From an optimization exercise on the open Yosys and OpenROAD flow, aimed at small area and a short achievable clock period; shortcuts taken in it are not production practice. At most, simulation tests tie the RTL to the original design; equivalence was not proved. Function not checked in runs 2, 3 and 8: the RTL went through the layout flow alone. Power is estimated from default activity; no workload was simulated.

--- design/flow/config.mk ---
export PLATFORM = sky130hd
export DESIGN_NAME = drp_responder
export DESIGN_NICKNAME = drp_responder
export VERILOG_FILES = /design/flow/design.v
export SDC_FILE = /design/flow/constraint.sdc
export NUM_CORES = 4
export LEC_CHECK = 0
export CAP_MARGIN = 20
export CORE_MARGIN = 2
export CORE_UTILIZATION = 40
export SLEW_MARGIN = 20
--- design/flow/constraint.sdc ---
create_clock -name core_clock -period 4.0 [get_ports {clk}]
set_input_delay 0.8000 -clock core_clock [delete_from_list [all_inputs] [get_ports {clk}]]
set_output_delay 0.8000 -clock core_clock [all_outputs]
set_load 0.01 [all_outputs]
--- design/flow/design.v ---
module drp_responder #(
    parameter int LATENCY = 4    
) (
    input  logic        clk,
    input  logic        rst,
    input  logic        den,
    input  logic        dwe,
    input  logic [6:0]  daddr,
    input  logic [15:0] di,
    output logic [15:0] drp_do,
    output logic        drdy,
    input  logic        sample_valid,
    input  logic [5:0]  sample_chan,
    input  logic [11:0] sample_data,
    output logic        proto_err
);
    typedef enum logic {
        IDLE = 1'b0,
        BUSY = 1'b1
    } state_t;
    localparam logic [3:0] CNT_LOAD = 4'(LATENCY - 1);
    state_t      state;
    state_t      state_nxt;
    logic [3:0]  cnt;
    logic [3:0]  cnt_nxt;
    logic [127:0][15:0] regs;
    logic [6:0]  h_addr;
    logic        h_we;
    logic [15:0] h_di;
    logic [15:0] h_rdata;
    logic        accept;
    logic        violate;
    always_ff @(posedge clk) begin
        if (rst) begin
            state <= IDLE;
            cnt   <= 4'd0;
        end else begin
            state <= state_nxt;
            cnt   <= cnt_nxt;
        end
    end
    always_comb begin
        state_nxt = state;
        cnt_nxt   = cnt;
        unique case (state)
            IDLE: begin
                if (den) begin
                    state_nxt = BUSY;
                    cnt_nxt   = CNT_LOAD;
                end
            end
            BUSY: begin
                if (cnt != 4'd0) begin
                    cnt_nxt = cnt - 4'd1;
                end else begin
                    state_nxt = IDLE;
                end
            end
            default: begin
                state_nxt = IDLE;
                cnt_nxt   = 4'd0;
            end
        endcase
    end
    always_comb begin
        accept  = (state == IDLE) && den;
        violate = (state == BUSY) && den;
        drdy    = (state == BUSY) && (cnt == 4'd0);
        drp_do  = (drdy && !h_we) ? h_rdata : 16'h0000;
    end
    always_ff @(posedge clk) begin
        if (rst) begin
            h_addr  <= 7'd0;
            h_we    <= 1'b0;
            h_di    <= 16'h0000;
            h_rdata <= 16'h0000;
        end else if (accept) begin
            h_addr  <= daddr;
            h_we    <= dwe;
            h_di    <= di;
            h_rdata <= regs[daddr];
        end
    end
    for (genvar g = 0; g < 128; g++) begin : g_regs
        if (g < 64) begin : g_meas
            always_ff @(posedge clk) begin
                if (rst) begin
                    regs[g] <= 16'h0000;
                end else if (sample_valid && (sample_chan == 6'(g))) begin
                    regs[g] <= {sample_data, 4'b0000};
                end
            end
        end else begin : g_cfg
            always_ff @(posedge clk) begin
                if (rst) begin
                    regs[g] <= 16'h0000;
                end else if (drdy && h_we && (h_addr == 7'(g))) begin
                    regs[g] <= h_di;
                end
            end
        end
    end
    always_ff @(posedge clk) begin
        if (rst) begin
            proto_err <= 1'b0;
        end else if (violate) begin
            proto_err <= 1'b1;
        end
    end
endmodule
--- design/flow/run.sh ---
#!/bin/bash
# synth_recipe.tcl (not shown) runs the flow's synth.tcl, then flattens the netlist and writes it again
# the make line also repeats each setting of config.mk as NAME=value (left out here)
make -C /OpenROAD-flow-scripts/flow DESIGN_CONFIG=/design/flow/config.mk WORK_HOME=/design/flow/orfs CLKGATE_MAP_FILE= SYNTH_SCRIPT=/design/flow/synth_recipe.tcl finish
==> results of run 1 <==
[routing by layer]
metal	GRT usage (%)	part of all wire, %	wire, µm	vias up
met2	41.72	45	126900	3273
li1	-	-	-	30900
met3	4.681	8.7	24450	676
met4	13.43	5.4	15240	18
met1	35.16	40	113100	33460
met5	0	0.049	136	-
[flip-flops by register name, summed over array words and instances (netlist names)]
register and count:
h_we 1, h_addr 7, regs 1792, proto_err 1, cnt 4, h_di 16, h_rdata 16, state 1
[kinds of logic after synthesis]
kind of cell    count (synthesis)  share of synthesized area (%)
buf+inv                       917                          5.035
compound gates               1956                          12.79
mux                           938                          18.49
fa+ha+maj                       1                        0.01563
flops                        1838                          45.99
simple gates                 3568                          17.68
[cell type report]
cell class | instances | area [µm²] | area share (%)
Multi-Input combinational cell | 6463 | 39270 | 43.59
Sequential cell | 1838 | 36820 | 40.86
Clock buffer | 277 | 5562 | 6.172
Timing Repair Buffer | 479 | 4243 | 4.709
Tap cell | 2656 | 3323 | 3.688
Clock inverter | 63 | 844.6 | 0.9373
Inverter | 5 | 23.77 | 0.02638
Antenna cell | 5 | 12.51 | 0.01389
[synthesized netlist by cell type, types with 18 or more instances]
master | n | share of area, %
mux4_2 | 419 | 12
clkbuf_1 | 658 | 3.1
mux2_2 | 29 | 0.41
nor2_2 | 20 | 0.16
a22oi_1 | 65 | 0.61
mux2i_1 | 482 | 6.0
o21ai_0 | 253 | 1.6
buf_4 | 58 | 0.54
nand3_1 | 213 | 1.3
a21oi_1 | 1535 | 9.6
buf_2 | 117 | 0.73
nor2_1 | 440 | 2.1
a211oi_1 | 18 | 0.17
and2_1 | 22 | 0.17
nand2_1 | 2757 | 13
dfxtp_1 | 1838 | 46
o22ai_1 | 21 | 0.16
buf_6 | 28 | 0.39
buf_1 | 49 | 0.23
[final timing paths]
check                                     from  cells after the start  slack, ns         end
worst min-delay path            sample_data[6]                      3       0.42   regs[874]
worst min register to register      regs[1261]                      2       0.45  regs[1261]
worst max register to register          cnt[0]                      9       0.73  regs[1159]
worst max-delay path                    cnt[0]                      8       0.23   drp_do[7]
[worst max-delay path: stages, from the launching register on]
cell,delay [ns]
dfxtp_1,0.33
inv_1,0.07
ha_1,0.19
nand2b_1,0.09
nor3b_1,0.28
nor2b_2,0.24
buf_4,0.23
and2_1,0.15
clkdlybuf4s50_1,0.55
[power groups by stage]
stage,Combinational [mW],Sequential [mW],Clock (mW)
floorplan,1.33,18.8,0
global placement,2.08,18.9,0
detailed placement,2.10,18.9,0
CTS,2.10,18.5,18.6
global route,2.22,18.5,19.3
finish,2.14,18.5,18.3
[timing repair]
action | in CTS | in global routing
setup endpoints to repair | 0 | 1
resized for setup | 0 | 1
hold buffers | 0 | 0
[through the flow]
| step | power (mW) | TNS, ns | hold slack [ns] |
|---|---|---|---|
| floorplan | 20.13 | 0 | 0.4315 |
| global placement | 21.02 | -0.3406 | 0.4365 |
| detailed placement | 21.04 | -0.3529 | 0.4433 |
| CTS | 39.19 | 0 | 0.3697 |
| global route | 40.08 | 0 | 0.4067 |
| finish | 39.01 | 0 | 0.4216 |
==> impl_metrics.tcl, run 1 <==
set metrics [dict create \
    comb_power_share_pct 5.5 \
    cts-buffers-inserted 188 \
    io_buffer_count 63 \
    finalSetupViolations 0 \
    areaGrowthSynthToFinish_pct 12.61 \
    postCtsSetupBuffers 0 \
    ir_drop_mv 0.5236 \
    synth_cells 9218 \
    maxCapViolations 0 \
    core-area_um2 199200 \
    vias 68330 \
    seqPwrFrac_pct 47.5 \
    avgRoutedWirePerCell_um 23.74 \
    ys.flop_type "dfxtp_1" \
    wirelength_mm 279.8 \
    cp.arrival_ns 2.97 \
    row_count 164 \
    synth_cell_types 64 \
    nets 9022 \
    hold_viol_final 0 \
    relSlewSlack_pct 19.38 \
    seq_area_frac_synth_pct 45.99 \
    gp_congestion 0.9157 \
    clkSlewWorstSetupHoldPaths_ns 0.06 \
    rsz0062_at_grt "no" \
    worst_setup_path_start_kind "flop" \
    drt_iter0_drc 8543 \
    post-route-min-period_ns 3.767 \
    final_antenna_net_count 0 \
    grt_pass1_vias 64590 \
    intPower_mw 29.62 \
    grtUsageTotal_pct 26.59 \
    overflow 0 \
    tritoncts "yes" \
    first_pass_iters 6 \
    clock-sinks 1838 \
    fill_cells 18880 \
    grt_max_degree 238 \
    root_buffer "clkbuf_16" \
    die_w_um 451.3 \
    slew_viol_final 0 \
    end_kind "output pin" \
    fin_skew_ns 0.03709 \
    status "finished clean" \
    postSynthNetCount 9265 \
    netSwitchingFraction_pct 24.06 \
    dp.cells 11440 \
    worst_pin_slew_ns 1.209 \
    clk-insertion-delay-late_ns 0.85 \
    io_pins 64 \
    p_switching_mw 9.383 \
    initial_core_util_pct 40.16 \
    finish.instance_area_um2 90100 \
    drc 0 \
    grt_pass1_wl_mm 416.4 \
    syn_avg_cell_area_um2 8.680 \
    synth_edf_count 0 \
    setup_slack_ns 0.2326 \
    yosysWarnings 1 \
    synth_seq_cells 1838 \
    die_y_um 451.3 \
    dp_slack_ns -0.2952 \
    fmax_ghz 0.2654 \
    cp_max_fo 12 \
    dp_hpwl_mm 178.4 \
    drive_above_1_share_pct 13.91 \
    grt_antenna_before_repair 16 \
    layoutNonFillerInstCount 11790 \
    layout_common_cells "nand2_1 (2753), dfxtp_1 (1822), a21oi_1 (1535)" \
    power_frac_clock_pct 47.0 \
    cts_buffer_depth 3 \
    h-tree-depth 4 \
    hp-class "in2reg" \
    async_flop_share_pct 0 \
    period_share_pct 94.19 \
    crit_type "reg2out" \
    powerDensity_nw_per_um2 432.9 \
    finish.utilization_pct 45.22 \
    routed_via_density 5.798 \
    mostFrequentLayoutCell "nand2_1" \
    syn_area_um2 80010 \
    die_area_um2 203600 \
    cp.required_ns 3.20 \
    post_dp_cell_area_um2 83670 \
    p_leak_nw 29.04 \
]
==> run 2: changes to the inputs <==
==> design/flow/design.v (replaced) <==
module drp_responder #(
    parameter int LATENCY = 4    
) (
    input  logic        clk,
    input  logic        rst,
    input  logic        den,
    input  logic        dwe,
    input  logic [6:0]  daddr,
    input  logic [15:0] di,
    output logic [15:0] drp_do,
    output logic        drdy,
    input  logic        sample_valid,
    input  logic [5:0]  sample_chan,
    input  logic [11:0] sample_data,
    output logic        proto_err
);
    logic        p1, p2, p3;
    logic        busy, accept;
    logic [6:0]  a_r;
    logic        we_r;
    logic [15:0] di_r;
    logic        s_v;
    logic [5:0]  s_ch;
    logic [11:0] s_d;
    logic        rst_r;
    logic [11:0] meas [64];
    logic [15:0] cfg  [64];
    logic [15:0] rd_data;
    logic [15:0] h_rdata;
    assign busy   = p1 | p2 | p3 | drdy;
    assign accept = den & ~busy & ~rst;
    always_ff @(posedge clk) begin
        if (rst) begin
            p1        <= 1'b0;
            p2        <= 1'b0;
            p3        <= 1'b0;
            drdy      <= 1'b0;
            proto_err <= 1'b0;
            s_v       <= 1'b0;
        end else begin
            p1        <= accept;
            p2        <= p1;
            p3        <= p2;
            drdy      <= p3;
            proto_err <= proto_err | (den & busy);
            s_v       <= sample_valid;
        end
    end
    always_ff @(posedge clk) begin
        rst_r <= rst;
        a_r   <= daddr;
        we_r  <= dwe;
        di_r  <= di;
        s_ch  <= sample_chan;
        s_d   <= sample_data;
    end
    assign rd_data = a_r[6] ? cfg[a_r[5:0]] : {meas[a_r[5:0]], 4'b0000};
    always_ff @(posedge clk) begin
        if (p1) h_rdata <= we_r ? 16'h0000 : rd_data;
    end
    always_ff @(posedge clk) begin
        if (rst || !p3) drp_do <= 16'h0000;
        else            drp_do <= h_rdata;
    end
    logic [11:0] m_wd;
    logic [15:0] c_wd;
    assign m_wd = rst_r ? 12'h000 : s_d;
    assign c_wd = rst_r ? 16'h0000 : di_r;
    for (genvar g = 0; g < 64; g++) begin : g_regs
        logic m_ld, c_ld;
        assign m_ld = rst_r | (s_v && s_ch == 6'(g));
        assign c_ld = rst_r | (p1 && we_r && a_r == 7'(64 + g));
        always_ff @(posedge clk) begin
            if (m_ld) meas[g] <= m_wd;
        end
        always_ff @(posedge clk) begin
            if (c_ld) cfg[g] <= c_wd;
        end
    end
endmodule
==> run 2 against run 1 <==
  * The layout now fails its checks (setup timing)
  * Cell count fell by 43%
  * Combinational power rose by 18%
  * Global-route usage rose by 6.1 points
  * Synthesized area fell by 15%
  * Worst setup slack got worse by 0.34 ns
  * Power rose by 11%
  * Clock-buffer cell count fell by 37
  * Sequential cell count rose by 35
  * Die area fell by 15%
==> impl_metrics.tcl, run 2 <==
set metrics [dict create \
    gp_congestion 0.9777 \
    fill_cells 14080 \
    synth.top_cells.by_count "edfxtp_1 (1808), a22oi_1 (781), nand2_1 (364), clkbuf_1 (110), nand4_1 (107)" \
    clk-insertion-delay-late_ns 0.84 \
    grt_pass1_wl_mm 378.0 \
    cp_num_cells 10 \
    die_area_um2 174000 \
    crit_path_frequent_cell "buf_4" \
    r2r_cells 10 \
    async_flop_share_pct 0 \
    regMostFlops "cfg" \
    largest_reg_flops 1024 \
    crit_family "simple AND/OR/NAND/NOR gates" \
    mostFrequentLayoutCell "edfxtp_1" \
    status "failed layout checks" \
    synth_area_leaders "edfxtp_1 (80%), a22oi_1 (8.6%), nand2_1 (2.0%)" \
    fmax_ghz 0.2436 \
    cts_buffer_depth 3 \
    cp.required_ns 4.55 \
    first_pass_iters 6 \
    reg2reg_to "h_rdata[11]" \
    initial_core_util_pct 40.28 \
    cts-buffers-inserted 179 \
    grtUsageTotal_pct 32.70 \
    drive_above_1_share_pct 18.19 \
    dp_hpwl_mm 181.8 \
    setup_slack_ns -0.1054 \
    tritoncts "yes" \
    layoutNonFillerInstCount 6715 \
    clock-sinks 1873 \
    avgRoutedWirePerCell_um 43.16 \
    root_buffer "clkbuf_16" \
    end_kind "flop" \
    finalSetupViolations 1 \
    slowest_delay_ns 0.71 \
    path_buf_inv 3 \
    worst_pin_slew_ns 1.248 \
    cp-endpoint "h_rdata[11]" \
    comb_power_share_pct 5.8 \
    row_count 151 \
    crit_type "reg2reg" \
    p_leak_nw 27.44 \
    maxCapViolations 0 \
    routed_via_density 6.771 \
    synth_cells 3909 \
    h-tree-depth 4 \
    dp_slack_ns -0.3739 \
    hp-class "in2reg" \
    finish.instance_area_um2 81000 \
    ys.flop_type "edfxtp_1" \
    critical_path.cell_chain "nand2b_2 -> buf_4 -> nor2_4 -> buf_4 -> a22oi_1 -> nand4_1 -> nor4_1 -> buf_4 -> and3_1 -> o22ai_1" \
    yosys.cell_count.top_type "edfxtp_1" \
    intPower_mw 33.21 \
    io_pins 64 \
    post-route-min-period_ns 4.105 \
    finish.utilization_pct 47.80 \
    yosysWarnings 3 \
    cp.arrival_ns 4.66 \
    slew_viol_final 0 \
    vias 45460 \
    fin_skew_ns 0.02915 \
    synth_seq_cells 1873 \
    grt_antenna_before_repair 15 \
    die_y_um 417.1 \
    r2r_slack_ns -0.11 \
    post_dp_cell_area_um2 75160 \
    synth_cell_types 63 \
    clkSlewWorstSetupHoldPaths_ns 0.06 \
    total_power_mw 43.11 \
    syn_area_um2 68260 \
    dp.cells 6375 \
    postSynthNetCount 3955 \
    cp_max_fo 13 \
    rsz0062_at_grt "no" \
    ir_drop_mv 0.5019 \
    period_share_pct 102.6 \
    yosysTopAreaCellShare_pct 79.53 \
    worstReg2RegStart "a_r[4]" \
    crit_slowest_cell "nor4_1" \
    startpoint "a_r[4]" \
    top_regs "cfg (1024), meas (768)" \
    core-area_um2 169500 \
    netSwitchingFraction_pct 22.97 \
    areaGrowthSynthToFinish_pct 18.66 \
    overflow 0 \
    violatedChecks "setup timing" \
    grt_max_degree 65 \
    p_switching_mw 9.902 \
    hold_viol_final 0 \
    syn_avg_cell_area_um2 17.46 \
    seqPwrFrac_pct 54.9 \
    drt_iter0_drc 9375 \
    synth_edf_count 1808 \
    grt_pass1_vias 41750 \
    powerDensity_nw_per_um2 532.3 \
    power_frac_clock_pct 39.2 \
    nets 4386 \
    final_antenna_net_count 0 \
    drc 0 \
    die_w_um 417.1 \
    yosysTopAreaCell "edfxtp_1" \
    seq_area_frac_synth_pct 81.44 \
    relSlewSlack_pct 16.56 \
    layout_common_cells "edfxtp_1 (1808), a22oi_1 (781), nand2_1 (364)" \
    io_buffer_count 63 \
    wirelength_mm 289.8 \
    worst_setup_path_start_kind "flop" \
]
[run 2: cell types whose count changed after synthesis, sizes merged, moves of 427 or more]
| cell | change |
|---|---|
| a21oi | -1507 |
| mux4 | -427 |
| a22oi | +716 |
| nand2 | -2393 |
| dfxtp | -1773 |
| clkbuf | -549 |
| mux2i | -470 |
| edfxtp | +1808 |
[run 2: logic make-up (layout without fill, tap and decap cells)]
| kind of cell | count (synthesis) | in the layout | share of synthesized area [%] |
|---|---|---|---|
| flip-flops | 1873 | 1873 | 81.44 |
| multiplexers | 24 | 24 | 0.3739 |
| buffers and inverters | 217 | 795 | 1.468 |
| AO/OA/AOI/OAI | 969 | 969 | 10.55 |
| AND/OR/NAND/NOR | 826 | 826 | 6.171 |
| other | 0 | 10 | 0 |
[run 2: area by class of cell]
type | instances | area, µm² | share of cell area, %
Antenna cell | 10 | 25.02 | 0.03089
Clock buffer | 240 | 4896 | 6.044
Clock inverter | 88 | 835.8 | 1.032
Inverter | 2 | 10.01 | 0.01236
Multi-Input combinational cell | 1819 | 12510 | 15.45
Sequential cell | 1873 | 55600 | 68.64
Tap cell | 2218 | 2775 | 3.426
Timing Repair Buffer | 465 | 4345 | 5.365
[run 2: worst min-delay path by stage]
stage,start,end,slack [ns],cells past startpoint
2_1_floorplan,h_rdata[0],drp_do[0],0.42,1
3_3_place_gp,p2,p3,0.44,1
3_5_place_dp,h_rdata[0],drp_do[0],0.44,1
4_1_cts,sample_data[0],s_d[0],0.37,1
5_1_grt,di[4],di_r[4],0.40,1
6_report,sample_data[0],s_d[0],0.40,1
[run 2: power groups by stage]
stage | Clock, mW | Combinational (mW) | Sequential (mW)
5_1_grt | 17.6 | 2.47 | 23.8
6_report | 16.9 | 2.52 | 23.7
3_5_place_dp | 0 | 2.37 | 24.1
3_3_place_gp | 0 | 2.35 | 24.0
4_1_cts | 16.8 | 2.38 | 23.7
2_1_floorplan | 0 | 0.866 | 23.9
[run 2: metal layers]
metal  global-route usage, %  share of wire (%)
met1                   40.88                 33
met2                   47.56                 42
met3                   11.40                 16
met4                   22.88                8.8
met5                       0              0.055
[run 2: timing repair]
item / 4_1_cts / 5_1_grt
buffers inserted: 0 / 0
setup endpoints to repair: 1 / 1
resized for setup: 2 / 2
hold buffers: 0 / 0
gates cloned: 0 / 0
[run 2: stage by stage]
step                      setup TNS, ns  hold slack, ns
after floorplan                       0          0.4203
after global placement          -0.3452          0.4405
after detailed placement        -0.3739          0.4393
after CTS                             0          0.3705
after global routing                  0          0.4033
final                           -0.1054          0.3980
==> run 3: changes to the inputs <==
--- a/design/flow/design.v
+++ b/design/flow/design.v
@@ -16,7 +16,8 @@
 );
     logic        p1, p2, p3;
     logic        busy, accept;
-    logic [6:0]  a_r;
+    logic [7:0]  a_hi;       
+    logic [15:0] a_lo;       
     logic        we_r;
     logic [15:0] di_r;
     logic        s_v;
@@ -48,13 +49,26 @@
     end
     always_ff @(posedge clk) begin
         rst_r <= rst;
-        a_r   <= daddr;
+        a_hi  <= 8'b1 << daddr[6:4];
+        a_lo  <= 16'b1 << daddr[3:0];
         we_r  <= dwe;
         di_r  <= di;
         s_ch  <= sample_chan;
         s_d   <= sample_data;
     end
-    assign rd_data = a_r[6] ? cfg[a_r[5:0]] : {meas[a_r[5:0]], 4'b0000};
+    always_comb begin
+        rd_data = 16'h0000;
+        for (int j = 0; j < 4; j++) begin
+            logic [15:0] gm, gc;
+            gm = 16'h0000;
+            gc = 16'h0000;
+            for (int i = 0; i < 16; i++) begin
+                gm = gm | ({16{a_lo[i]}} & {meas[16*j + i], 4'b0000});
+                gc = gc | ({16{a_lo[i]}} & cfg[16*j + i]);
+            end
+            rd_data = rd_data | ({16{a_hi[j]}} & gm) | ({16{a_hi[4 + j]}} & gc);
+        end
+    end
     always_ff @(posedge clk) begin
         if (p1) h_rdata <= we_r ? 16'h0000 : rd_data;
     end
@@ -69,7 +83,7 @@
     for (genvar g = 0; g < 64; g++) begin : g_regs
         logic m_ld, c_ld;
         assign m_ld = rst_r | (s_v && s_ch == 6'(g));
-        assign c_ld = rst_r | (p1 && we_r && a_r == 7'(64 + g));
+        assign c_ld = rst_r | (p1 && we_r && a_hi[4 + g / 16] && a_lo[g % 16]);
         always_ff @(posedge clk) begin
             if (m_ld) meas[g] <= m_wd;
         end
--- a/design/flow/config.mk
+++ b/design/flow/config.mk
@@ -7,5 +7,6 @@
 export LEC_CHECK = 0
 export CAP_MARGIN = 20
 export CORE_MARGIN = 2
-export CORE_UTILIZATION = 40
+export CORE_UTILIZATION = 55
+export SETUP_SLACK_MARGIN = 1.8
 export SLEW_MARGIN = 20
==> run 3 against run 2 <==
  * The run now finishes clean
  * Hold slack better by 0.032 ns
  * Synthesized area down 0.45%
  * Register-to-register slack better by 1.5 ns
  * Critical path type unchanged
  * Critical endpoint is now h_rdata[4]
==> impl_metrics.tcl, run 3 <==
set metrics [dict create \
    areaGrowthSynthToFinish_pct 18.48 \
    synth_cell_types 33 \
    h-tree-depth 4 \
    yosysTopAreaCell "edfxtp_1" \
    io_pins 64 \
    synth_edf_count 1808 \
    regMostFlops "cfg" \
    layout_common_cells "edfxtp_1 (1808), a22o_1 (443), a221oi_1 (300)" \
    cp.arrival_ns 3.12 \
    io_buffer_count 63 \
    dp.cells 5054 \
    clkSlewWorstSetupHoldPaths_ns 0.07 \
    rsz0062_at_grt "yes" \
    postSynthNetCount 3520 \
    seq_area_frac_synth_pct 82.31 \
    synth.top_cells.by_count "edfxtp_1 (1808), a221oi_1 (443), a22o_1 (443), clkbuf_1 (154), nand4_1 (112)" \
    nets 3791 \
    yosysWarnings 3 \
    async_flop_share_pct 0 \
    grt_antenna_before_repair 11 \
    first_pass_iters 6 \
    end_kind "flop" \
    fin_skew_ns 0.02608 \
    worst_setup_path_start_kind "flop" \
    crit_type "reg2reg" \
    yosysTopAreaCellShare_pct 79.90 \
    yosys.cell_count.top_type "edfxtp_1" \
    drive_above_1_share_pct 22.95 \
    overflow 0 \
    synth_cells 3474 \
    tritoncts "yes" \
    path_buf_inv 1 \
    critical_path.cell_chain "buf_12 -> a22o_1 -> a221oi_4 -> nand4_1 -> a22oi_2 -> a41oi_1" \
    finish.utilization_pct 65.88 \
    maxCapViolations 0 \
    cp.required_ns 4.53 \
    clock-sinks 1890 \
    root_buffer "clkbuf_16" \
    mostFrequentLayoutCell "edfxtp_1" \
    grt_pass1_vias 37340 \
    synth_seq_cells 1890 \
    grt_max_degree 81 \
    grtUsageTotal_pct 33.61 \
    post-route-min-period_ns 2.590 \
    initial_core_util_pct 55.61 \
    die_w_um 355.5 \
    synth_area_leaders "edfxtp_1 (80%), a221oi_1 (5.7%), a22o_1 (5.7%)" \
    powerDensity_nw_per_um2 538.2 \
    total_power_mw 43.33 \
    gp_congestion 0.8859 \
    fill_cells 7933 \
    final_antenna_net_count 0 \
    hp-class "in2reg" \
    syn_area_um2 67950 \
    period_share_pct 64.75 \
    syn_avg_cell_area_um2 19.56 \
    fin_setup_tns_ns 0 \
    cts-buffers-inserted 185 \
    avgRoutedWirePerCell_um 38.80 \
    clk-insertion-delay-late_ns 0.82 \
    ir_drop_mv 0.5041 \
    drt_iter0_drc 6178 \
    crit_family "compound AO/OA/AOI/OAI gates" \
    layoutNonFillerInstCount 5531 \
    die_area_um2 126400 \
    routed_via_density 7.073 \
    slowest_delay_ns 0.48 \
    finalSetupViolations 0 \
    drc 0 \
    status "finished clean" \
    relSlewSlack_pct 23.70 \
    cp_max_fo 7 \
    row_count 128 \
    wirelength_mm 214.6 \
    ys.flop_type "edfxtp_1" \
    dp_hpwl_mm 113.9 \
    slew_viol_final 0 \
    fmax_ghz 0.3861 \
    vias 39120 \
    core-area_um2 122200 \
    largest_reg_flops 1024 \
    crit_slowest_cell "a22oi_2" \
    grt_pass1_wl_mm 294.3 \
    die_y_um 355.5 \
    hold_viol_final 0 \
    worst_pin_slew_ns 1.139 \
    top_regs "cfg (1024), meas (768)" \
    p_leak_nw 27.03 \
    cts_hold_buf 0 \
    cts_buffer_depth 3 \
]
## run 3: cell type report
type	instances	area (µm²)	area share, %
Clock inverter	94	674.4	0.8377
Multi-Input combinational cell	1340	12600	15.65
Tap cell	1625	2033	2.525
Sequential cell	1890	56000	69.56
Timing Repair Buffer	328	4068	5.053
Clock buffer	252	5127	6.369
Antenna cell	2	5.005	0.006217
## run 3: cell families (layout without fill, tap and decap cells)
| kind of cell | count (synthesis) | after routing | synth area share, % |
|---|---|---|---|
| flip-flops | 1890 | 1890 | 82.31 |
| other | 0 | 2 | 0 |
| buffers and inverters | 253 | 674 | 1.889 |
| AO/OA/AOI/OAI | 1098 | 1098 | 13.76 |
| AND/OR/NAND/NOR | 233 | 242 | 2.038 |
## run 3: path summary, 6_finish.rpt
path | startpoint | end | slack [ns] | depth (start not counted)
worst max register to register | a_lo[1] | h_rdata[4] | 1.41 | 6
worst min register to register | p2 | p3 | 0.47 | 1
worst min-delay path | di[11] | di_r[11] | 0.43 | 1
worst max-delay path | a_lo[1] | h_rdata[4] | 1.41 | 6
## run 3: power breakdown
group	leakage, nW	switching, mW	internal, mW
Sequential	18.1	0.567	23.4
Clock	2.84	7.26	9.47
Combinational	6.07	1.87	0.759
Total	27.0	9.69	33.6
## run 3: worst reg2reg max path, delay by kind of cell, from the launching register on
family / cells / cell delay [ns]
AO/OA/AOI/OAI: 4 / 1.19
flip-flops: 1 / 0.47
AND/OR/NAND/NOR: 1 / 0.43
buffers and inverters: 1 / 0.22
## run 3: timing repair
| action | CTS | global route |
|---|---|---|
| pin swaps | 73 | 73 |
| endpoints found under the setup margin | 1542 | 578 |
| setup buffers | 84 | 23 |
| cloned | 10 | 9 |
| gates resized for setup | 328 | 106 |
## run 3: routing by layer
| metal | vias to the layer above | track usage (%) | part of all wire (%) |
|---|---|---|---|
| li1 | 15630 | - | - |
| met1 | 20490 | 45.71 | 37 |
| met2 | 2579 | 53.69 | 48 |
| met3 | 411 | 6.904 | 10 |
| met4 | 8 | 13.48 | 4.5 |
| met5 | - | 0 | 0.024 |
## run 3: through the flow
step / cell area [µm²] / setup slack (ns) / hold slack [ns]
3_3_place_gp: 70910 / 0.9962 / 0.4450
6_report: 80510 / 1.410 / 0.4300
3_5_place_dp: 71020 / 1.001 / 0.4491
5_1_grt: 80500 / 1.468 / 0.4081
2_1_floorplan: 67990 / 1.181 / 0.4203
4_1_cts: 79620 / 1.509 / 0.3860
==> run 4: changes to the inputs <==
--- a/design/flow/design.v
+++ b/design/flow/design.v
@@ -56,21 +56,32 @@
         s_ch  <= sample_chan;
         s_d   <= sample_data;
     end
+    logic [7:0]  g_sel;
+    logic [11:0] gm_r [4];
+    logic [15:0] gc_r [4];
+    assign g_sel = we_r ? 8'h00 : a_hi;
+    always_ff @(posedge clk) begin
+        for (int j = 0; j < 4; j++) begin
+            logic [11:0] gm;
+            logic [15:0] gc;
+            gm = 12'h000;
+            gc = 16'h0000;
+            for (int i = 0; i < 16; i++) begin
+                gm = gm | ({12{a_lo[i]}} & meas[16*j + i]);
+                gc = gc | ({16{a_lo[i]}} & cfg[16*j + i]);
+            end
+            gm_r[j] <= {12{g_sel[j]}} & gm;
+            gc_r[j] <= {16{g_sel[4 + j]}} & gc;
+        end
+    end
     always_comb begin
         rd_data = 16'h0000;
         for (int j = 0; j < 4; j++) begin
-            logic [15:0] gm, gc;
-            gm = 16'h0000;
-            gc = 16'h0000;
-            for (int i = 0; i < 16; i++) begin
-                gm = gm | ({16{a_lo[i]}} & {meas[16*j + i], 4'b0000});
-                gc = gc | ({16{a_lo[i]}} & cfg[16*j + i]);
-            end
-            rd_data = rd_data | ({16{a_hi[j]}} & gm) | ({16{a_hi[4 + j]}} & gc);
+            rd_data = rd_data | {gm_r[j], 4'b0000} | gc_r[j];
         end
     end
     always_ff @(posedge clk) begin
-        if (p1) h_rdata <= we_r ? 16'h0000 : rd_data;
+        if (p2) h_rdata <= rd_data;
     end
     always_ff @(posedge clk) begin
         if (rst || !p3) drp_do <= 16'h0000;
--- a/design/flow/config.mk
+++ b/design/flow/config.mk
@@ -8,5 +8,7 @@
 export CAP_MARGIN = 20
 export CORE_MARGIN = 2
 export CORE_UTILIZATION = 55
-export SETUP_SLACK_MARGIN = 1.8
+export CTS_BUF_LIST = sky130_fd_sc_hd__clkbuf_8
+export CTS_CLUSTER_SIZE = 30
+export SETUP_SLACK_MARGIN = 2.0
 export SLEW_MARGIN = 20
==> run 4 against run 3 <==
  * Global-route usage fell by 4.6 points
  * Cell count rose by 5.6%
  * Core utilization fell by 2.8 points
  * Critical path depth fell by 5
  * Fmax rose by 13%
  * Combinational power fell by 21%
  * Clock-buffer cell count rose by 92
  * Hold slack got worse by 0.18 ns
  * Via count fell by 0.89%
  * Synthesized cell count rose by 5.6%
  * Register-to-register slack improved by 0.43 ns
==> impl_metrics.tcl, run 4 <==
set metrics [dict create \
    cp.required_ns 3.20 \
    synth_compound_area_share_pct 13.46 \
    fill_cells 8722 \
    clock-sinks 2002 \
    drc 0 \
    grt_max_degree 98 \
    top_regs "cfg (1024), meas (768), gc_r (64)" \
    postSynthNetCount 3715 \
    ys.flop_type "edfxtp_1" \
    grt_pass1_vias 38060 \
    r2r_slack_ns 1.84 \
    synth_top_family_by_area "compound AO/OA/AOI/OAI gates" \
    end_kind "output pin" \
    areaGrowthSynthToFinish_pct 14.07 \
    io_buffer_count 63 \
    synth-xor-area-share_pct 0 \
    hp-class "in2reg" \
    die_w_um 362.0 \
    nets 3988 \
    r2r_cells 2 \
    core-area_um2 127400 \
    crit_slowest_cell "dfxtp_4" \
    worst_pin_slew_ns 1.200 \
    cp_max_fo 1 \
    finalSetupViolations 0 \
    rsz0062_at_grt "yes" \
    cts_buffer_depth 4 \
    relSlewSlack_pct 19.28 \
    yosysWarnings 5 \
    period_share_pct 57.51 \
    largest_reg_flops 1024 \
    finish.instance_area_um2 80400 \
    async_flop_share_pct 0 \
    io_pins 64 \
    path_buf_inv 1 \
    yosysTopAreaCell "edfxtp_1" \
    crit_type "reg2out" \
    clkSlewWorstSetupHoldPaths_ns 0.06 \
    synth-simple-area-share_pct 2.345 \
    synth_fa_ha_area_share_pct 0 \
    crit_family "flip-flops" \
    synth_cells 3669 \
    slowest_delay_ns 0.38 \
    yosysTopAreaCellShare_pct 77.03 \
    grt_antenna_before_repair 15 \
    cts-buffers-inserted 325 \
    syn_area_um2 70480 \
    first_pass_iters 10 \
    row_count 131 \
    cp_num_cells 1 \
    wirelength_mm 194.4 \
    die_y_um 362.0 \
    fmax_ghz 0.4347 \
    yosys.cell_count.top_type "edfxtp_1" \
    critical_path.cell_chain "buf_6" \
    regMostFlops "cfg" \
    synth_seq_cells 2002 \
    avgRoutedWirePerCell_um 33.28 \
    post-route-min-period_ns 2.300 \
    root_buffer "clkbuf_8" \
    overflow 0 \
    tritoncts "yes" \
    final_antenna_net_count 0 \
    die_area_um2 131000 \
    seq_area_frac_synth_pct 82.54 \
    startpoint "drp_do[3]" \
    drive_above_1_share_pct 19.20 \
    cts_hold_buf 0 \
    synth.top_cells.by_count "edfxtp_1 (1808), a22o_1 (336), a221oi_1 (295), a22oi_1 (224), dfxtp_1 (194)" \
    ir_drop_mv 0.4184 \
    gp_congestion 0.8624 \
    worstReg2RegStart "s_ch[3]" \
    initial_core_util_pct 55.34 \
    hold_viol_final 0 \
    synth_edf_count 1808 \
    vias 38770 \
    routed_via_density 6.636 \
    p_leak_nw 27.10 \
    clk-insertion-delay-late_ns 1.01 \
    worst_setup_path_start_kind "flop" \
    synth_area_leaders "edfxtp_1 (77%), dfxtp_1 (5.5%), a22o_1 (4.2%)" \
    fin_skew_ns 0.05841 \
    grt_pass1_wl_mm 270.0 \
    reg2reg_to "meas[47][6]" \
    powerDensity_nw_per_um2 537.3 \
    fin_setup_tns_ns 0 \
    status "finished clean" \
    h-tree-depth 5 \
    syn_avg_cell_area_um2 19.21 \
    layout_common_cells "edfxtp_1 (1808), clkbuf_8 (344), a22o_1 (336)" \
    slew_viol_final 0 \
    synthMuxAreaShare_pct 0 \
    mostFrequentLayoutCell "edfxtp_1" \
    dp_hpwl_mm 109.3 \
    drt_iter0_drc 4792 \
    cp.arrival_ns 1.50 \
    synth_cell_types 32 \
    grtUsageTotal_pct 29.04 \
    cp-endpoint "drp_do[3]" \
    post_dp_cell_area_um2 73130 \
    maxCapViolations 0 \
]
## run 4: cell count changes after synthesis, sizes merged, moves of 107 or more
cell | previous run | this run
a22oi | 65 | 224
and3 | 6 | 118
dfxtp | 82 | 194
a31oi | 1 | 112
nand4 | 112 | 1
a221oi | 443 | 336
a22o | 443 | 336
## run 4: final cells by class
cell class / count / area, µm² / area share (%)
well taps: 1662 / 2079 / 2.586
multi-input cells: 1420 / 11870 / 14.76
repair buffers: 193 / 2321 / 2.887
flip-flops and latches: 2002 / 58300 / 72.51
clock inverters: 219 / 1094 / 1.360
clock buffers: 344 / 4735 / 5.889
diodes: 3 / 7.507 / 0.009337
## run 4: where the power goes
| group | total, mW | internal, mW | switching [mW] |
|---|---|---|---|
| clock | 16.1 | 8.42 | 7.64 |
| sequential | 25.1 | 24.5 | 0.536 |
| combinational | 2.07 | 0.595 | 1.48 |
| total | 43.2 | 33.5 | 9.66 |
## run 4: per-stage QoR
stage	cells	hold WS, ns	util [%]	setup slack, ns	power, mW
2_1_floorplan	3669	0.4203	-	1.377	26.36
3_3_place_gp	5225	0.4446	57.38	1.265	27.25
3_5_place_dp	5227	0.4299	57.42	1.242	27.41
4_1_cts	5822	0.1576	62.64	1.606	43.40
5_1_grt	5842	0.1902	63.13	1.639	44.61
6_report	5843	0.2486	63.13	1.700	43.20
## run 4: kinds of logic after synthesis
kind of cell	after synthesis
compound gates	1137
buf+inv	252
flops	2002
simple gates	278
## run 4: worst min path at each step
stage                               from   endpoint  slack (ns)  cells after the start
after floorplan               h_rdata[0]  drp_do[0]        0.42                      1
after global placement        h_rdata[3]  drp_do[3]        0.44                      1
after detailed placement      h_rdata[0]  drp_do[0]        0.43                      1
after CTS                 sample_data[7]     s_d[7]        0.16                      1
after global routing      sample_data[5]     s_d[5]        0.19                      1
final                             di[12]   di_r[12]        0.25                      1
## run 4: routing by layer
metal	wire, µm	GRT usage (%)	part of all wire, %
met5	82	0	0.042
met3	21390	6.928	11
met1	78950	42.62	41
met4	5142	8.325	2.6
met2	88870	43.82	46
## run 4: what timing repair did
item	4_1_cts	5_1_grt
pin swaps	2	5
gates cloned	5	0
setup buffers	27	17
gates resized for setup	228	79
endpoints found under the setup margin	1895	1914
==> run 5: changes to the inputs <==
--- a/design/flow/config.mk
+++ b/design/flow/config.mk
@@ -8,7 +8,5 @@
 export CAP_MARGIN = 20
 export CORE_MARGIN = 2
 export CORE_UTILIZATION = 55
-export CTS_BUF_LIST = sky130_fd_sc_hd__clkbuf_8
-export CTS_CLUSTER_SIZE = 30
 export SETUP_SLACK_MARGIN = 2.0
 export SLEW_MARGIN = 20
==> run 5 against run 4 <==
  * Still clean
  * Register-to-register slack improved by 0.04 ns
  * Critical path depth stayed put
  * Die area stayed put
  * Cell count decreased by 3.6%
  * Power rose by 3.1%
  * Critical endpoint is now drdy
  * Largest power group unchanged
  * Highest routed layer unchanged
==> impl_metrics.tcl, run 5 <==
set metrics [dict create \
    cp-endpoint "drdy" \
    io_buffer_count 63 \
    crit_slowest_cell "dfxtp_4" \
    top_regs "cfg (1024), meas (768), gc_r (64)" \
    clkSlewWorstSetupHoldPaths_ns 0.06 \
    routed_via_density 6.754 \
    p_leak_nw 26.64 \
    cp_max_fo 2 \
    finish.instance_area_um2 80540 \
    crit_type "reg2out" \
    root_buffer "clkbuf_16" \
    synth.top_cells.by_count "edfxtp_1 (1808), a22o_1 (336), a221oi_1 (295), a22oi_1 (224), dfxtp_1 (194)" \
    cp_num_cells 1 \
    power_frac_clock_pct 39.1 \
    layout_common_cells "edfxtp_1 (1808), a22o_1 (336), a221oi_1 (285)" \
    status "finished clean" \
    grt_max_degree 98 \
    row_count 131 \
    relSlewSlack_pct 26.62 \
    h-tree-depth 4 \
    fmax_ghz 0.4644 \
    startpoint "drdy" \
    slew_viol_final 0 \
    hold_viol_final 0 \
    drt_iter0_drc 5114 \
    syn_avg_cell_area_um2 19.21 \
    areaGrowthSynthToFinish_pct 14.27 \
    avgRoutedWirePerCell_um 33.91 \
    ys.flop_type "edfxtp_1" \
    cp.arrival_ns 1.35 \
    critical_path.cell_chain "clkbuf_2" \
    fin_setup_tns_ns 0 \
    async_flop_share_pct 0 \
    first_pass_iters 5 \
    seq_area_frac_synth_pct 82.54 \
    end_kind "output pin" \
    hp-class "reg2reg" \
    clk-insertion-delay-late_ns 0.81 \
    finalSetupViolations 0 \
    powerDensity_nw_per_um2 553.2 \
    maxCapViolations 0 \
    total_power_mw 44.56 \
    grt_pass1_vias 36940 \
    synth_area_leaders "edfxtp_1 (77%), dfxtp_1 (5.5%), a22o_1 (4.2%)" \
    tritoncts "yes" \
    ir_drop_mv 0.5132 \
    die_y_um 362.0 \
    cts-buffers-inserted 192 \
    postSynthNetCount 3715 \
    slowest_delay_ns 0.40 \
    final_antenna_net_count 0 \
    syn_area_um2 70480 \
    intPower_mw 35.15 \
    die_area_um2 131000 \
    cp.required_ns 3.20 \
    p_switching_mw 9.404 \
    regMostFlops "cfg" \
    post_dp_cell_area_um2 73130 \
    drc 0 \
    yosys.cell_count.top_type "edfxtp_1" \
    yosysTopAreaCell "edfxtp_1" \
    clock-sinks 2002 \
    crit_family "flip-flops" \
    synth_seq_cells 2002 \
    post-route-min-period_ns 2.153 \
    r2r_slack_ns 1.88 \
    mostFrequentLayoutCell "edfxtp_1" \
    largest_reg_flops 1024 \
    grt_antenna_before_repair 14 \
    reg2reg_to "meas[63][0]" \
    worst_setup_path_start_kind "flop" \
    wirelength_mm 191.0 \
    synth_cells 3669 \
    core-area_um2 127400 \
    vias 38040 \
    dp_hpwl_mm 109.3 \
    initial_core_util_pct 55.34 \
    synth_edf_count 1808 \
    seqPwrFrac_pct 56.2 \
    synth_cell_types 32 \
    grt_pass1_wl_mm 266.7 \
    yosysWarnings 5 \
    yosysTopAreaCellShare_pct 77.03 \
    nets 3847 \
    comb_power_share_pct 4.6 \
    grtUsageTotal_pct 28.67 \
    cts_hold_buf 0 \
    cts_buffer_depth 3 \
    worstReg2RegStart "s_ch[3]" \
    r2r_cells 2 \
    netSwitchingFraction_pct 21.11 \
    gp_congestion 0.8624 \
    worst_pin_slew_ns 1.091 \
    drive_above_1_share_pct 17.04 \
    period_share_pct 53.83 \
    overflow 0 \
    fin_skew_ns 0.02201 \
    rsz0062_at_grt "yes" \
    path_buf_inv 1 \
    die_w_um 362.0 \
    io_pins 64 \
]
[run 5: cell types whose count changed in the layout (fill, tap and decap cells not counted), moves of 3 or more]
cell       before  now
o21bai_4       16   13
clkbuf_8      344   19
o21bai_2        4    7
buf_8           0    3
inv_1         113    0
clkinv_1       61   39
buf_12         42   38
buf_4          61   55
clkbuf_1        0   51
clkbuf_16       0  203
[run 5: final cells by class]
class / count / area, µm²
Multi-Input combinational cell: 1420 / 11830
Antenna cell: 5 / 12.51
Sequential cell: 2002 / 58290
Timing Repair Buffer: 185 / 2207
Clock inverter: 86 / 591.8
Fill cell: 8624 / 46810
Tap cell: 1662 / 2079
Clock buffer: 273 / 5533
[run 5: worst min path at each step]
stage	cells past startpoint	end	slack, ns	startpoint
finish	1	drp_do[10]	0.43	h_rdata[10]
global route	1	di_r[10]	0.41	di[10]
CTS	1	s_d[7]	0.38	sample_data[7]
detailed placement	1	drp_do[0]	0.43	h_rdata[0]
global placement	1	drp_do[3]	0.44	h_rdata[3]
floorplan	1	drp_do[0]	0.42	h_rdata[0]
[run 5: power by group through the flow]
stage	logic, mW	registers, mW	clock network (mW)
global route	2.16	25.2	18.4
CTS	1.99	25.1	17.7
detailed placement	1.87	25.5	0
floorplan	1.08	25.3	0
finish	2.05	25.1	17.4
global placement	1.80	25.5	0
[run 5: layer usage]
layer / GRT usage [%] / vias to the layer above / routed length [µm]
li1: - / 15830 / -
met1: 42.68 / 19890 / 78290
met2: 43.62 / 2047 / 88010
met3: 5.632 / 271 / 19540
met4: 8.023 / 8 / 5111
met5: 0 / - / 53
[run 5: cells by family (layout without fill, tap and decap cells)]
family	Yosys count	count (layout)	synth area share, %
AO/OA/AOI/OAI	1137	1137	13.46
buffers and inverters	252	544	1.653
flip-flops	2002	2002	82.54
other	0	5	0
AND/OR/NAND/NOR	278	283	2.345
[run 5: timing repair]
item / 4_1_cts / 5_1_grt
setup endpoints to repair: 1899 / 2220
gates resized for setup: 229 / 76
gates cloned: 5 / 0
setup buffers: 25 / 12
pin swaps: 1 / 2
[run 5: stage by stage]
step	utilization, %	setup slack [ns]	hold WS [ns]	cells
floorplan	-	1.377	0.4203	3669
global placement	57.38	1.265	0.4446	5225
detailed placement	57.42	1.242	0.4299	5227
CTS	62.88	1.636	0.3772	5616
global route	63.23	1.790	0.4102	5628
finish	63.24	1.847	0.4324	5633
==> run 6: changes to the inputs <==
--- a/design/flow/config.mk
+++ b/design/flow/config.mk
@@ -8,5 +8,7 @@
 export CAP_MARGIN = 20
 export CORE_MARGIN = 2
 export CORE_UTILIZATION = 55
+export CTS_CLUSTER_DIAMETER = 200
+export CTS_CLUSTER_SIZE = 30
 export SETUP_SLACK_MARGIN = 2.0
 export SLEW_MARGIN = 20
==> run 6 against run 5 <==
  * Fmax rose by 7.2%
  * Non-clock buffer count rose by 11
  * Highest routed layer unchanged
  * Worst setup slack improved by 0.15 ns
  * Clock skew rose by 0.022 ns
  * Critical endpoint is now drp_do[3]
  * Still clean on timing, DRC and antenna
  * Sequential cell count did not move
  * Global-route usage fell by 0.59 points
  * Hold slack improved by 0.022 ns
  * Synthesized area did not move
==> impl_metrics.tcl, run 6 <==
set metrics [dict create \
    cp.required_ns 3.20 \
    vias 37350 \
    drive_above_1_share_pct 13.12 \
    synth.top_cells.by_count "edfxtp_1 (1808), a22o_1 (336), a221oi_1 (295), a22oi_1 (224), dfxtp_1 (194)" \
    worstReg2RegStart "rst_r" \
    grtUsageTotal_pct 28.08 \
    clkSlewWorstSetupHoldPaths_ns 0.11 \
    r2r_slack_ns 2.00 \
    grt_antenna_before_repair 14 \
    crit_family "flip-flops" \
    holdPathStages 1 \
    gp_congestion 0.8624 \
    clk-insertion-delay-late_ns 0.71 \
    intPower_mw 28.88 \
    clock-sinks 2002 \
    end_kind "output pin" \
    power_frac_clock_pct 26.5 \
    startpoint "drp_do[3]" \
    grt_max_degree 98 \
    cp.arrival_ns 1.21 \
    grt_pass1_wl_mm 262.1 \
    path_buf_inv 1 \
    hold_viol_final 0 \
    nets 3742 \
    cp_max_fo 1 \
    die_area_um2 131000 \
    r2r_cells 3 \
    min_from "h_rdata[3]" \
    cts-buffers-inserted 76 \
    reg2reg_to "cfg[44][12]" \
    powerDensity_nw_per_um2 479.3 \
    synth_seq_cells 2002 \
    core-area_um2 127400 \
    io_buffer_count 63 \
    register_area_um2 58300 \
    ys.flop_type "edfxtp_1" \
    fmax_ghz 0.4981 \
    p_leak_nw 24.76 \
    synth_area_leaders "edfxtp_1 (77%), dfxtp_1 (5.5%), a22o_1 (4.2%)" \
    die_w_um 362.0 \
    root_buffer "clkbuf_16" \
    multi_input_area_um2 11830 \
    min_to "drp_do[3]" \
    async_flop_share_pct 0 \
    top_regs "cfg (1024), meas (768), gc_r (64)" \
    worst_pin_slew_ns 1.085 \
    postSynthNetCount 3715 \
    largest_reg_flops 1024 \
    critical_path.cell_chain "buf_6" \
    crit_slowest_cell "dfxtp_4" \
    seq_area_frac_synth_pct 82.54 \
    ir_drop_mv 0.3340 \
    syn_avg_cell_area_um2 19.21 \
    fin_skew_ns 0.04395 \
    avgRoutedWirePerCell_um 34.99 \
    relSlewSlack_pct 26.98 \
    yosysTopAreaCell "edfxtp_1" \
    mostFrequentLayoutCell "edfxtp_1" \
    tritoncts "yes" \
    fin_setup_tns_ns 0 \
    post-route-min-period_ns 2.008 \
    io_pins 64 \
    comb_power_share_pct 5.6 \
    route.met2.wl_mm 87.38 \
    dr_wl_met3_mm 18.19 \
    netSwitchingFraction_pct 21.57 \
    routed_via_density 6.889 \
    overflow 0 \
    maxUsedRoutingLayer "met5" \
    finalSetupViolations 0 \
    slowest_delay_ns 0.38 \
    period_share_pct 50.20 \
    layout_common_cells "edfxtp_1 (1808), a22o_1 (336), a221oi_1 (285)" \
    status "finished clean" \
    regMostFlops "cfg" \
    crit_type "reg2out" \
    synth_edf_count 1808 \
    wl_met1_mm 78.89 \
    maxCapViolations 0 \
    final_antenna_net_count 0 \
    p_switching_mw 7.941 \
    fill_cells 8967 \
    yosysTopAreaCellShare_pct 77.03 \
    synth_cell_types 32 \
    initial_core_util_pct 55.34 \
    first_pass_iters 8 \
    seqPwrFrac_pct 67.9 \
    slew_viol_final 0 \
    synth_cells 3669 \
    yosys.cell_count.top_type "edfxtp_1" \
    drt_iter0_drc 5582 \
    hp-class "reg2reg" \
    cts_buffer_depth 3 \
    syn_area_um2 70480 \
    wirelength_mm 189.7 \
    grt_pass1_vias 35590 \
    total_power_mw 36.82 \
    die_y_um 362.0 \
    rsz0062_at_grt "yes" \
    worst_setup_path_start_kind "flop" \
    dp_hpwl_mm 109.3 \
    areaGrowthSynthToFinish_pct 8.989 \
    yosysWarnings 5 \
    row_count 131 \
    drc 0 \
    h-tree-depth 3 \
]
==> run 6: cell counts after synthesis <==
Identical to the previous run, type by type.
==> run 6: layer usage <==
metal  track usage, %  up-vias
met4            6.789       14
met1            42.89    19700
met3            3.976      261
met5                0        -
met2            43.23     1926
li1                 -    15450
==> run 6: what timing repair did <==
item | 4_1_cts | 5_1_grt
endpoints found under the setup margin | 1934 | 1745
buffers inserted | 24 | 24
pin swaps | 0 | 5
cloned | 5 | 0
gates resized for setup | 228 | 74
hold buffers | 0 | 0
==> run 6: per-stage QoR <==
stage          utilization, %  setup WS, ns  cells  hold WS [ns]  instance area (µm²)
6_report                60.32         1.992   5422        0.4539                76820
5_1_grt                 60.31         1.925   5419        0.4813                76810
4_1_cts                 59.82         1.773   5395        0.4590                76180
3_5_place_dp            57.42         1.242   5227        0.4299                73130
3_3_place_gp            57.38         1.265   5225        0.4446                73080
2_1_floorplan               -         1.377   3669        0.4203                70580
==> run 6: worst max-delay path by stage <==
stage / depth (start not counted) / endpoint
floorplan: 2 / cfg[0][0]
detailed placement: 3 / drp_do[9]
global placement: 3 / drp_do[2]
finish: 1 / drp_do[3]
global route: 2 / meas[61][4]
CTS: 1 / drdy
==> run 6: cells by family (layout without fill, tap and decap cells) <==
| logic type | count (synthesis) | count (layout) | synth area share, % |
|---|---|---|---|
| AOI/OAI and AO/OA | 1137 | 1137 | 13.46 |
| buffers and inverters | 252 | 335 | 1.653 |
| DFF | 2002 | 2002 | 82.54 |
| other | 0 | 3 | 0 |
| and+or+nand+nor | 278 | 283 | 2.345 |
==> run 6: area by class of cell <==
type	count	share of cell area, %
Clock buffer	137	2.857
Clock inverter	2	0.02280
Sequential cell	2002	75.89
Antenna cell	3	0.009772
Tap cell	1662	2.707
Timing Repair Buffer	196	3.119
Multi-Input combinational cell	1420	15.40
==> run 6: power groups by stage <==
stage | logic [mW] | clock network (mW) | registers [mW]
global route | 2.18 | 10.5 | 25.2
CTS | 1.99 | 9.86 | 25.0
finish | 2.07 | 9.74 | 25.0
detailed placement | 1.87 | 0 | 25.5
floorplan | 1.08 | 0 | 25.3
global placement | 1.80 | 0 | 25.5
==> run 7: changes to the inputs <==
--- a/design/flow/config.mk
+++ b/design/flow/config.mk
@@ -7,7 +7,7 @@
 export LEC_CHECK = 0
 export CAP_MARGIN = 20
 export CORE_MARGIN = 2
-export CORE_UTILIZATION = 55
+export CORE_UTILIZATION = 68
 export CTS_CLUSTER_DIAMETER = 200
 export CTS_CLUSTER_SIZE = 30
 export SETUP_SLACK_MARGIN = 2.0
==> run 7 against run 6 <==
  * Via count grew 0.83%
  * First-iteration DRC count grew 3.4%
  * Critical path depth grew 2
  * Sequential share of layout area grew 0.37 points
  * Clock skew grew 0.0052 ns
  * Worst setup slack lost 0.12 ns
  * Die area shrank 19%
  * Hold slack is essentially flat
  * Register-to-register slack lost 0.13 ns
  * Global-route usage grew 5.6 points
  * Sequential cell count is the same
  * Critical endpoint is now meas[14][0]
  * Largest power group unchanged
  * Highest routed layer unchanged
==> impl_metrics.tcl, run 7 <==
set metrics [dict create \
    status "finished clean" \
    yosysWarnings 5 \
    comb_power_share_pct 5.6 \
    clock-sinks 2002 \
    period_share_pct 53.24 \
    syn_avg_cell_area_um2 19.21 \
    holdPathStages 1 \
    whs_ns 0.4541 \
    slowest_delay_ns 0.59 \
    ir_drop_mv 0.4047 \
    finalSetupViolations 0 \
    critical_path.cell_chain "nand2b_1 -> or2_2 -> o21bai_2" \
    cp.arrival_ns 2.46 \
    seqPwrFrac_pct 68.2 \
    synth_seq_cells 2002 \
    hold_viol_final 0 \
    worst_setup_path_start_kind "flop" \
    gp_congestion 0.9096 \
    core-area_um2 103200 \
    min_from "h_rdata[0]" \
    layout_common_cells "edfxtp_1 (1808), a22o_1 (336), a221oi_1 (284)" \
    vias 37660 \
    cp.required_ns 4.33 \
    overflow 0 \
    die_y_um 326.0 \
    synth.top_cells.by_count "edfxtp_1 (1808), a22o_1 (336), a221oi_1 (295), a22oi_1 (224), dfxtp_1 (194)" \
    nets 3743 \
    powerDensity_nw_per_um2 480.6 \
    synth_cells 3669 \
    post-route-min-period_ns 2.130 \
    avgRoutedWirePerCell_um 35.67 \
    yosys.cell_count.top_type "edfxtp_1" \
    die_w_um 326.0 \
    relSlewSlack_pct 18.97 \
    route.met2.wl_mm 83.83 \
    regMostFlops "cfg" \
    drc 0 \
    drive_above_1_share_pct 13.30 \
    wirelength_mm 183.1 \
    grtUsageTotal_pct 33.66 \
    root_buffer "clkbuf_16" \
    clkSlewWorstSetupHoldPaths_ns 0.11 \
    tritoncts "yes" \
    first_pass_iters 6 \
    mostFrequentLayoutCell "edfxtp_1" \
    synth_area_leaders "edfxtp_1 (77%), dfxtp_1 (5.5%), a22o_1 (4.2%)" \
    grt_antenna_before_repair 4 \
    maxUsedRoutingLayer "met5" \
    die_area_um2 106200 \
    slew_viol_final 0 \
    netSwitchingFraction_pct 21.41 \
    grt_pass1_vias 35580 \
    setup_slack_ns 1.870 \
    async_flop_share_pct 0 \
    fin_setup_tns_ns 0 \
    drt_iter0_drc 5773 \
    h-tree-depth 3 \
    r2r_cells 3 \
    io_pins 64 \
    p_leak_nw 24.72 \
    row_count 118 \
    wl_met1_mm 69.25 \
    worstReg2RegStart "s_ch[1]" \
    cts-buffers-inserted 76 \
    min_to "drp_do[0]" \
    routed_via_density 7.337 \
    grt_max_degree 70 \
    initial_core_util_pct 68.30 \
    top_regs "cfg (1024), meas (768), gc_r (64)" \
    cp_max_fo 12 \
    dr_wl_met3_mm 21.65 \
    crit_slowest_cell "o21bai_2" \
    seq_area_frac_synth_pct 82.54 \
    end_kind "flop" \
    synth_cell_types 32 \
    areaGrowthSynthToFinish_pct 8.411 \
    synth_edf_count 1808 \
    dp_hpwl_mm 102.9 \
    fmax_ghz 0.4696 \
    yosysTopAreaCellShare_pct 77.03 \
    syn_area_um2 70480 \
    intPower_mw 28.87 \
    postSynthNetCount 3715 \
    reg2reg_to "meas[14][0]" \
    maxCapViolations 0 \
    cts_buffer_depth 3 \
    p_switching_mw 7.862 \
    cts_hold_buf 0 \
    ys.flop_type "edfxtp_1" \
    r2r_slack_ns 1.87 \
    crit_type "reg2reg" \
    power_frac_clock_pct 26.2 \
    io_buffer_count 63 \
    largest_reg_flops 1024 \
    clk-insertion-delay-late_ns 0.71 \
    dp_slack_ns 1.422 \
    yosysTopAreaCell "edfxtp_1" \
    final_antenna_net_count 0 \
    fin_skew_ns 0.04913 \
    rsz0062_at_grt "yes" \
    worst_pin_slew_ns 1.204 \
    grt_pass1_wl_mm 253.2 \
    hp-class "reg2reg" \
]
==> run 7: changes by cell type in the layout (fill, tap and decap cells not counted), moves of 3 or more <==
| cell | previous run | this run |
|---|---|---|
| buf_12 | 44 | 41 |
| buf_2 | 0 | 5 |
| a31oi_2 | 0 | 5 |
| dfxtp_1 | 156 | 164 |
| dfxtp_4 | 29 | 23 |
| buf_6 | 41 | 32 |
| a21o_1 | 10 | 3 |
| clkbuf_1 | 58 | 52 |
| buf_4 | 60 | 68 |
| a31oi_1 | 112 | 107 |
| a21o_4 | 0 | 8 |
==> run 7: cells by family (layout without fill, tap and decap cells) <==
family / after synthesis / after routing / synth area share, %
AOI/OAI and AO/OA: 1137 / 1137 / 13.46
DFF: 2002 / 2002 / 82.54
buffers and inverters: 252 / 329 / 1.653
and+or+nand+nor: 278 / 284 / 2.345
other: 0 / 1 / 0
==> run 7: repair_timing <==
item                                    in CTS  in global routing
setup buffers                               30                 16
endpoints found under the setup margin    3158               1556
pin swaps                                    0                  5
cloned                                       4                  2
gates resized for setup                    232                 65
==> run 7: worst max-delay path by stage <==
stage             from           to  slack [ns]  cells after the start
2_1_floorplan    rst_r    cfg[0][0]        1.38                      2
3_3_place_gp   s_ch[1]  meas[27][6]        1.44                      3
3_5_place_dp     rst_r   cfg[45][6]        1.42                      2
4_1_cts        s_ch[4]  meas[63][4]        1.74                      2
5_1_grt        s_ch[3]  meas[63][8]        1.80                      2
6_report       s_ch[1]  meas[14][0]        1.87                      3
==> run 7: critical path: cells and delay by family (launching register included) <==
family             cells  cell delay, ns
DFF                    1            0.52
and+or+nand+nor        2            0.66
AOI/OAI and AO/OA      1            0.59
==> run 7: cell type report <==
class / instances / area (µm²)
antenna: 1 / 2.502
clock buffer: 131 / 2172
clock inverter: 2 / 17.52
fill: 5779 / 26790
multi-input combinational: 1421 / 11930
sequential: 2002 / 58270
tap: 1380 / 1727
timing repair buffer: 196 / 2292
==> run 7: power by group through the flow <==
stage	Combinational, mW	Sequential, mW	Clock (mW)
finish	2.07	25.1	9.61
global route	2.15	25.2	10.4
CTS	1.97	25.1	9.67
detailed placement	1.82	25.6	0
global placement	1.75	25.5	0
floorplan	1.08	25.3	0
==> run 7: per-stage QoR <==
stage | instances | util (%) | area [µm²] | power, mW
after floorplan | 3669 | - | 70580 | 26.36
after global placement | 4946 | 70.51 | 72770 | 27.22
after detailed placement | 4947 | 70.55 | 72810 | 27.39
after CTS | 5114 | 73.48 | 75840 | 36.69
after global routing | 5132 | 74.04 | 76410 | 37.67
final | 5133 | 74.04 | 76410 | 36.73
==> run 7: routing by layer <==
layer / vias to the layer above / track usage, %
met5: - / 0
met4: 2 / 13.79
li1: 15470 / -
met1: 19340 / 49.90
met3: 291 / 5.992
met2: 2561 / 50.70
==> run 8: changes to the inputs <==
--- a/design/flow/design.v
+++ b/design/flow/design.v
@@ -15,36 +15,37 @@
     output logic        proto_err
 );
     logic        p1, p2, p3;
-    logic        busy, accept;
+    logic        busy, accept;   
     logic [7:0]  a_hi;       
     logic [15:0] a_lo;       
     logic        we_r;
     logic [15:0] di_r;
-    logic        s_v;
-    logic [5:0]  s_ch;
+    logic [3:0]  s_hi;       
+    logic [15:0] s_lo;       
     logic [11:0] s_d;
     logic        rst_r;
     logic [11:0] meas [64];
     logic [15:0] cfg  [64];
     logic [15:0] rd_data;
     logic [15:0] h_rdata;
-    assign busy   = p1 | p2 | p3 | drdy;
     assign accept = den & ~busy & ~rst;
     always_ff @(posedge clk) begin
         if (rst) begin
+            busy      <= 1'b0;
             p1        <= 1'b0;
             p2        <= 1'b0;
             p3        <= 1'b0;
             drdy      <= 1'b0;
             proto_err <= 1'b0;
-            s_v       <= 1'b0;
+            s_hi      <= 4'h0;
         end else begin
+            busy      <= accept | p1 | p2 | p3;
             p1        <= accept;
             p2        <= p1;
             p3        <= p2;
             drdy      <= p3;
             proto_err <= proto_err | (den & busy);
-            s_v       <= sample_valid;
+            s_hi      <= sample_valid ? 4'b1 << sample_chan[5:4] : 4'h0;
         end
     end
     always_ff @(posedge clk) begin
@@ -53,7 +54,7 @@
         a_lo  <= 16'b1 << daddr[3:0];
         we_r  <= dwe;
         di_r  <= di;
-        s_ch  <= sample_chan;
+        s_lo  <= 16'b1 << sample_chan[3:0];
         s_d   <= sample_data;
     end
     logic [7:0]  g_sel;
@@ -93,7 +94,7 @@
     assign c_wd = rst_r ? 16'h0000 : di_r;
     for (genvar g = 0; g < 64; g++) begin : g_regs
         logic m_ld, c_ld;
-        assign m_ld = rst_r | (s_v && s_ch == 6'(g));
+        assign m_ld = rst_r | (s_hi[g / 16] && s_lo[g % 16]);
         assign c_ld = rst_r | (p1 && we_r && a_hi[4 + g / 16] && a_lo[g % 16]);
         always_ff @(posedge clk) begin
             if (m_ld) meas[g] <= m_wd;
==> design/flow/flow/run.sh (new file) <==
#!/bin/bash
set -euo pipefail
bash standard.sh MATCH_CELL_FOOTPRINT=0 finish > flow_standard.log 2>&1
==> design/flow/standard.sh (new file) <==
#!/bin/bash
# synth_recipe.tcl (not shown) runs the flow's synth.tcl, then flattens the netlist and writes it again
# the make line also repeats each setting of config.mk as NAME=value (left out here)
make -C /OpenROAD-flow-scripts/flow DESIGN_CONFIG=/design/flow/config.mk WORK_HOME=/design/flow/orfs CLKGATE_MAP_FILE= SYNTH_SCRIPT=/design/flow/synth_recipe.tcl "${@:-finish}"
--- a/design/flow/config.mk
+++ b/design/flow/config.mk
@@ -7,7 +7,7 @@
 export LEC_CHECK = 0
 export CAP_MARGIN = 20
 export CORE_MARGIN = 2
-export CORE_UTILIZATION = 68
+export CORE_UTILIZATION = 55
 export CTS_CLUSTER_DIAMETER = 200
 export CTS_CLUSTER_SIZE = 30
 export SETUP_SLACK_MARGIN = 2.0
removed: design/flow/run.sh
==> run 8 against run 7 <==
  * Still clean on timing, DRC and antenna
  * Combinational power up 4%
  * Clock power up 3.3%
  * Core utilization down 13 points
  * Largest cell class unchanged
==> impl_metrics.tcl, run 8 <==
set metrics [dict create \
    avgRoutedWirePerCell_um 36.94 \
    vias 37810 \
    overflow 0 \
    min_from "h_rdata[3]" \
    clkSlewWorstSetupHoldPaths_ns 0.11 \
    clk-insertion-delay-late_ns 0.71 \
    post-route-min-period_ns 2.025 \
    cp.arrival_ns 2.61 \
    initial_core_util_pct 55.47 \
    synth_seq_cells 2016 \
    crit_type "reg2reg" \
    async_flop_share_pct 0 \
    whs_ns 0.4499 \
    cp_max_fo 11 \
    rsz0062_at_grt "yes" \
    maxCapViolations 0 \
    synth.top_cells.by_count "edfxtp_1 (1808), a22o_1 (336), a221oi_1 (295), a22oi_1 (224), dfxtp_1 (208)" \
    drt_iter0_drc 5826 \
    drive_above_1_share_pct 12.99 \
    grtUsageTotal_pct 30.44 \
    crit_slowest_cell "dfxtp_4" \
    cp.required_ns 4.58 \
    syn_avg_cell_area_um2 19.20 \
    core-area_um2 127500 \
    powerDensity_nw_per_um2 482.6 \
    layout_common_cells "edfxtp_1 (1808), a22o_1 (335), a221oi_1 (281)" \
    clock-sinks 2016 \
    final_antenna_net_count 0 \
    synth_edf_count 1808 \
    status "finished clean" \
    end_kind "flop" \
    die_area_um2 131500 \
    finalSetupViolations 0 \
    areaGrowthSynthToFinish_pct 9.175 \
    top_regs "cfg (1024), meas (768), gc_r (64)" \
    total_power_mw 37.27 \
    grt_pass1_wl_mm 277.7 \
    routed_via_density 6.908 \
    nets 3794 \
    first_pass_iters 6 \
    slew_viol_final 0 \
    hold_viol_final 0 \
    cts_buffer_depth 3 \
    crit_path_frequent_cell "buf_4" \
    slowest_delay_ns 0.38 \
    path_buf_inv 3 \
    grt_max_degree 65 \
    syn_area_um2 70730 \
    gp_congestion 0.8593 \
    synth_cells 3684 \
    die_w_um 362.6 \
    io_pins 64 \
    regMostFlops "cfg" \
    worst_setup_path_start_kind "flop" \
    row_count 131 \
    die_y_um 362.6 \
    ir_drop_mv 0.4014 \
    grt_antenna_before_repair 5 \
    synth_cell_types 26 \
    yosysTopAreaCellShare_pct 76.76 \
    holdPathStages 1 \
    relSlewSlack_pct 21.92 \
    drc 0 \
    hp-class "reg2reg" \
    yosysTopAreaCell "edfxtp_1" \
    io_buffer_count 63 \
    fin_skew_ns 0.04399 \
    fmax_ghz 0.4938 \
    tritoncts "yes" \
    mostFrequentLayoutCell "edfxtp_1" \
    synth_area_leaders "edfxtp_1 (77%), dfxtp_1 (5.9%), a22o_1 (4.2%)" \
]
run 8: changes by cell type after synthesis, sizes merged, moves of 2 or more:
cell / before / now
or2: 5 / 0
o21bai: 20 / 0
a21o: 108 / 128
buf: 102 / 104
dfxtp: 194 / 208
nor2: 17 / 23
run 8: what timing repair did:
item	CTS	global route
setup buffers	48	20
pin swaps	1	1
resized for setup	159	49
cloned	8	1
setup endpoints to repair	3602	615
hold endpoints to repair	0	0
hold buffers	0	0
run 8: worst reg2reg max path, cell delays in order (launching register included):
cell and delay, ns:
dfxtp_4 0.38, buf_12 0.15, buf_4 0.24, a22o_1 0.28
a221oi_2 0.26, and3_4 0.27, a31oi_1 0.08, buf_4 0.22
run 8: final cells by class:
cell class	instances	area [µm²]
flip-flops and latches	2016	58540
fillers	9008	50300
repair buffers	231	2614
well taps	1662	2079
clock buffers	140	2248
diodes	2	5.005
clock inverters	1	30.03
multi-input cells	1422	11710
run 8: per-layer routing:
metal,vias to the layer above,global-route usage (%),part of all wire (%)
li1,15570,-,-
met1,19860,43.96,40
met2,2117,47.21,46
met3,266,5.635,10
met4,2,10.29,3.9
met5,-,0,0.0099
run 8: how the worst max path moves through the flow:
stage | start | end | slack [ns] | cells after the start
global route | rst_r | meas[25][7] | 1.94 | 3
global placement | rst_r | meas[55][0] | 1.19 | 2
floorplan | rst_r | cfg[0][0] | 1.38 | 2
CTS | we_r | cfg[63][3] | 1.91 | 2
detailed placement | rst_r | meas[57][5] | 1.25 | 2
finish | a_lo[6] | gc_r[1][3] | 1.97 | 7
run 8: through the flow:
step | instances | cell area (µm²) | utilization (%) | setup slack (ns)
floorplan | 3684 | 70830 | - | 1.377
global placement | 5247 | 73470 | 57.61 | 1.187
detailed placement | 5254 | 73630 | 57.74 | 1.246
CTS | 5451 | 76850 | 60.26 | 1.914
global route | 5472 | 77220 | 60.55 | 1.944
finish | 5474 | 77220 | 60.56 | 1.975
run 8: power by group:
group	internal (mW)	switching [mW]	total, mW	leakage [nW]
Sequential	24.6	0.546	25.2	19.1
Clock	3.90	6.03	9.93	1.08
Combinational	0.611	1.55	2.16	4.95
Total	29.1	8.13	37.3	25.2
run 8: kinds of logic (layout without fill, tap and decap cells):
group / after synthesis / after routing / share of synthesized area, %
AOI/OAI and AO/OA: 1138 / 1138 / 13.42
DFF: 2016 / 2016 / 82.64
and+or+nand+nor: 275 / 284 / 2.280
other: 0 / 2 / 0
buffers and inverters: 255 / 372 / 1.654

Re-timed with assumed drivers on the ports (clkbuf_16 on the clock, buf_2 on other inputs), run 8 has 1.975 ns of setup slack against 1.975 ns with ideal ports, and 1.511 ns once port delays also move by the mid clock arrival of 0.768 ns.
